What follows belongs to an exercise in optimizing a design on an open flow for small area and few clock cycles; a production flow would make more cautious choices. The RTL was checked by simulation tests, not by an equivalence proof against the original design. The clock port is modelled as an ideal driver; clocking choices that lean on that would not hold on a real chip. Power is estimated from default activity; no workload was simulated.

## hid_key_report_to_ascii_typematic
module hid_key_report_to_ascii_typematic #(
  parameter int unsigned KEY_SLOTS = 6
) (
  input  logic                      clk_i,
  input  logic                      rst_ni,
  input  logic                      cfg_we_i,
  input  logic [hkt_pkg::CFG_IDX_W-1:0] cfg_idx_i,
  input  logic [7:0]                cfg_data_i,
  input  logic                      in_valid_i,
  output logic                      in_ready_o,
  input  logic                      op_i,
  input  logic [7:0]                modifier_bits_i,
  input  logic [7:0]                key_slot_0_i,
  input  logic [7:0]                key_slot_1_i,
  input  logic [7:0]                key_slot_2_i,
  input  logic [7:0]                key_slot_3_i,
  input  logic [7:0]                key_slot_4_i,
  input  logic [7:0]                key_slot_5_i,
  output logic                      out_valid_o,
  input  logic                      out_ready_i,
  output logic [7:0]                out_char_o,
  output logic                      char_valid_o,
  output logic                      last_o,
  output logic                      caps_lock_led_o,
  output logic                      num_lock_led_o,
  output logic                      led_report_changed_o
);
  localparam int unsigned N = 6;
  logic            nl_q;
  logic [7:0]      first_q, next_q;
  logic [N-1:0][7:0] prev_q;
  logic            pvalid_q;
  logic            pshift_q, pctrl_q, caps_q, num_q;
  logic            hv_q;
  logic [2:0]      h_q;
  logic            hup_q, hctrl_q, hnl_q;
  logic [7:0]      rem_q;
  logic            scan_q, evr_q;
  logic [2:0]      p_q;
  logic            job_v_q, ofire_q, chg_q, onl_q;
  logic [N-1:0]    pend_q, oup_q;
  logic [1:0]      bidx_q;
  logic [N-1:0][7:0] slots;
  logic            shift, ctrl;
  logic [N-1:0]    row, col;
  logic [2:0]      s, h1;
  logic [7:0]      skey;
  logic            xl_any;
  logic            more, has_s, sseen, snew, sx, sc, sn, sup, ev_s, evr, chg_run;
  logic            hv0, present;
  ...
Size: ~1100 cells after synthesis, about 10000 um^2 of cells after synthesis.
Settings: LEC_CHECK=0, CAP_MARGIN=20, CORE_MARGIN=2, CORE_UTILIZATION=40, CTS_BUF_LIST=sky130_fd_sc_hd__clkbuf_8, SLEW_MARGIN=20, SYNTH_HIERARCHICAL=1; clock period 10.0 ns.
standard.sh (not shown) runs the stock make flow with config.mk's settings and CLKGATE_MAP_FILE= SYNTH_SCRIPT=/design/flow/synth_recipe.tcl, a recipe that flattens the netlist after the stock synthesis.
==> flow/flow/run.sh <==
#!/bin/bash
# The standard layout (the standard.sh, standard synthesis included), with these changes:
# the port buffers that global placement inserts are the smallest buffer cell instead of
# the default choice (every input and output port still gets its own buffer); clock tree
# synthesis uses clkbuf_8 buffers and adds no dummy loads; and after clock tree synthesis,
# cells on paths with slack are sized down (flow/post_cts.tcl).
set -euo pipefail
export BUFFER_PORTS_ARGS="-buffer_cell sky130_fd_sc_hd__buf_1"
export CTS_ARGS="-sink_clustering_enable -repair_clock_nets -dont_use_dummy_load -buf_list sky130_fd_sc_hd__clkbuf_8"
export POST_CTS_TCL="$PWD/flow/post_cts.tcl"
bash standard.sh > standard.log 2>&1
==> flow/flow/post_cts.tcl <==
# Size down cells on paths with slack, then legalize the placement again.
estimate_parasitics -placement
repair_timing -recover_power 100 -verbose
detailed_placement
check_placement -verbose
report_design_area
The first run completed with no timing, DRC or antenna violations.
Testbench counts at the start, summed over its fixed seeds: cycles 24,608.
Edit:
==> flow/flow/run.sh (replaced) <==
#!/bin/bash
# The standard layout (the standard.sh, standard synthesis included), with two changes:
# the port buffers that global placement inserts are the smallest buffer cell instead of
# the default choice (every input and output port still gets its own buffer), and clock
# tree synthesis adds no dummy loads.
set -euo pipefail
export BUFFER_PORTS_ARGS="-buffer_cell sky130_fd_sc_hd__buf_1"
export CTS_ARGS="-sink_clustering_enable -repair_clock_nets -dont_use_dummy_load"
bash standard.sh > standard.log 2>&1
removed: flow/flow/post_cts.tcl
Effect: Flip-flop and latch count is unchanged. Worst hold slack gets worse by 0.0042 ns. Non-clock buffer count goes down by 1.
Edit:
==> flow/flow/run.sh (replaced) <==
#!/bin/bash
# The standard layout (the standard.sh, standard synthesis included), with these changes:
# the port buffers that global placement inserts are the smallest buffer cell instead of
# the default choice (every input and output port still gets its own buffer); clock tree
# synthesis uses clkbuf_8 buffers and adds no dummy loads; and after clock tree synthesis,
# cells on paths with slack are sized down (flow/post_cts.tcl).
set -euo pipefail
export BUFFER_PORTS_ARGS="-buffer_cell sky130_fd_sc_hd__buf_1"
export CTS_ARGS="-sink_clustering_enable -repair_clock_nets -dont_use_dummy_load -buf_list sky130_fd_sc_hd__clkbuf_8 -sink_buffer_max_cap_derate 0.6"
export POST_CTS_TCL="$PWD/flow/post_cts.tcl"
bash standard.sh > standard.log 2>&1
==> flow/flow/post_cts.tcl (new file) <==
# Size down cells on paths with slack, then legalize the placement again.
estimate_parasitics -placement
repair_timing -recover_power 100 -verbose
detailed_placement
check_placement -verbose
report_design_area
The new run passed the timing, DRC and antenna checks.
Power shrinks by a few percent.
Setup slack degrades by 0.32 ns.
Routed wire length stays flat.
Non-clock buffer count climbs by 1.
Count of clock-buffer cells in the layout is unchanged.
Global-route usage barely changes.
Die area is unchanged.
Critical path depth does not change.
Edit:
==> flow/flow/run.sh (replaced) <==
#!/bin/bash
# The standard layout (the standard.sh, standard synthesis included), with these changes:
# the port buffers that global placement inserts are the smallest buffer cell instead of
# the default choice (every input and output port still gets its own buffer); clock tree
# synthesis may use clkbuf_8 as well as clkbuf_16 buffers and adds no dummy loads; and after
# clock tree synthesis, cells on paths with slack are sized down (flow/post_cts.tcl).
# standard.sh's output goes to standard.log; each ORFS step keeps its own log under orfs/logs.
set -euo pipefail
export BUFFER_PORTS_ARGS="-buffer_cell sky130_fd_sc_hd__buf_1"
export CTS_ARGS="-sink_clustering_enable -repair_clock_nets -dont_use_dummy_load -buf_list {sky130_fd_sc_hd__clkbuf_8 sky130_fd_sc_hd__clkbuf_16}"
export POST_CTS_TCL="$PWD/flow/post_cts.tcl"
bash standard.sh > standard.log 2>&1
After rerunning: Global-route usage is about the same; clock skew went down by 0.0098 ns; non-clock buffer count is unchanged; worst setup slack improves by 0.050 ns; count of clock-buffer cells in the layout does not change; first-iteration DRC count fell by about 14%; fmax is higher by about 0.55%; die area stays the same; routed wire length hardly moves; critical path depth stays the same; core utilization went up by 0.40 points.
Edit:
==> flow/flow/run.sh (replaced) <==
#!/bin/bash
# The standard layout (the standard.sh, standard synthesis included), with two changes:
# the port buffers that global placement inserts are the smallest buffer cell instead of
# the default choice (every input and output port still gets its own buffer), and clock
# tree synthesis adds no dummy loads.
set -euo pipefail
export BUFFER_PORTS_ARGS="-buffer_cell sky130_fd_sc_hd__buf_1"
export CTS_ARGS="-sink_clustering_enable -repair_clock_nets -dont_use_dummy_load -buf_list sky130_fd_sc_hd__clkbuf_8"
bash standard.sh > standard.log 2>&1
removed: flow/flow/post_cts.tcl
The changed run went through all stages and came out clean.
Die area stays the same.
Via count hardly moves.
Power falls by 5.4%.
Core utilization falls by 0.12 points.
Wire length falls by 0.35%.
Sequential share of layout area is about the same.
Global-route usage stays flat.
Edit:
--- a/flow/flow/run.sh
+++ b/flow/flow/run.sh
@@ -7,3 +7,3 @@
 export BUFFER_PORTS_ARGS="-buffer_cell sky130_fd_sc_hd__buf_1"
-export CTS_ARGS="-sink_clustering_enable -repair_clock_nets -dont_use_dummy_load -buf_list sky130_fd_sc_hd__clkbuf_8"
+export CTS_ARGS="-sink_clustering_enable -repair_clock_nets -dont_use_dummy_load -buf_list sky130_fd_sc_hd__clkbuf_8 -sink_clustering_size 10"
 bash standard.sh > standard.log 2>&1
Result: The new run ran to the end with no violations. Hold slack is unchanged. First-iteration DRC count does not change. Routed wire length does not change. Register-to-register slack barely changes. Clock skew stays the same. Die area does not change. Synthesized area does not change. Non-clock buffer count stays the same. Utilization stays the same.

==> re-timing with driven ports <==
The results above use ideal ports. As a check the final layouts listed here were re-extracted and re-timed, cells and wires unchanged. Step 1 sets driving cells, clkbuf_16 on the clock port and buf_2 on the other inputs (assumed; they add their load-dependent delay and slew). Step 2 moves the port delays by t, midway between the first and last clock arrival at a register: inputs arrive t later, outputs are due t later. That takes back most of the time a late clock gives input paths. Slacks: no drivers / after step 1 / after step 2; pairs: no drivers / after step 1.
run | t (ns) | slack for setup (ns) | worst setup path after step 2
the first run | 0.432 | 0.819 / 0.777 / 1.066 | input to register
the second run | 0.404 | 1.135 / 1.091 / 1.495 | register to output
the third run | 0.432 | 0.819 / 0.777 / 1.066 | input to register
the fourth run | 0.401 | 0.869 / 0.826 / 1.144 | input to register
the fifth run | 0.429 | 1.141 / 1.100 / 1.529 | register to output
the sixth run | 0.429 | 1.141 / 1.100 / 1.529 | register to output
After both steps setup and hold are still met in every run listed.
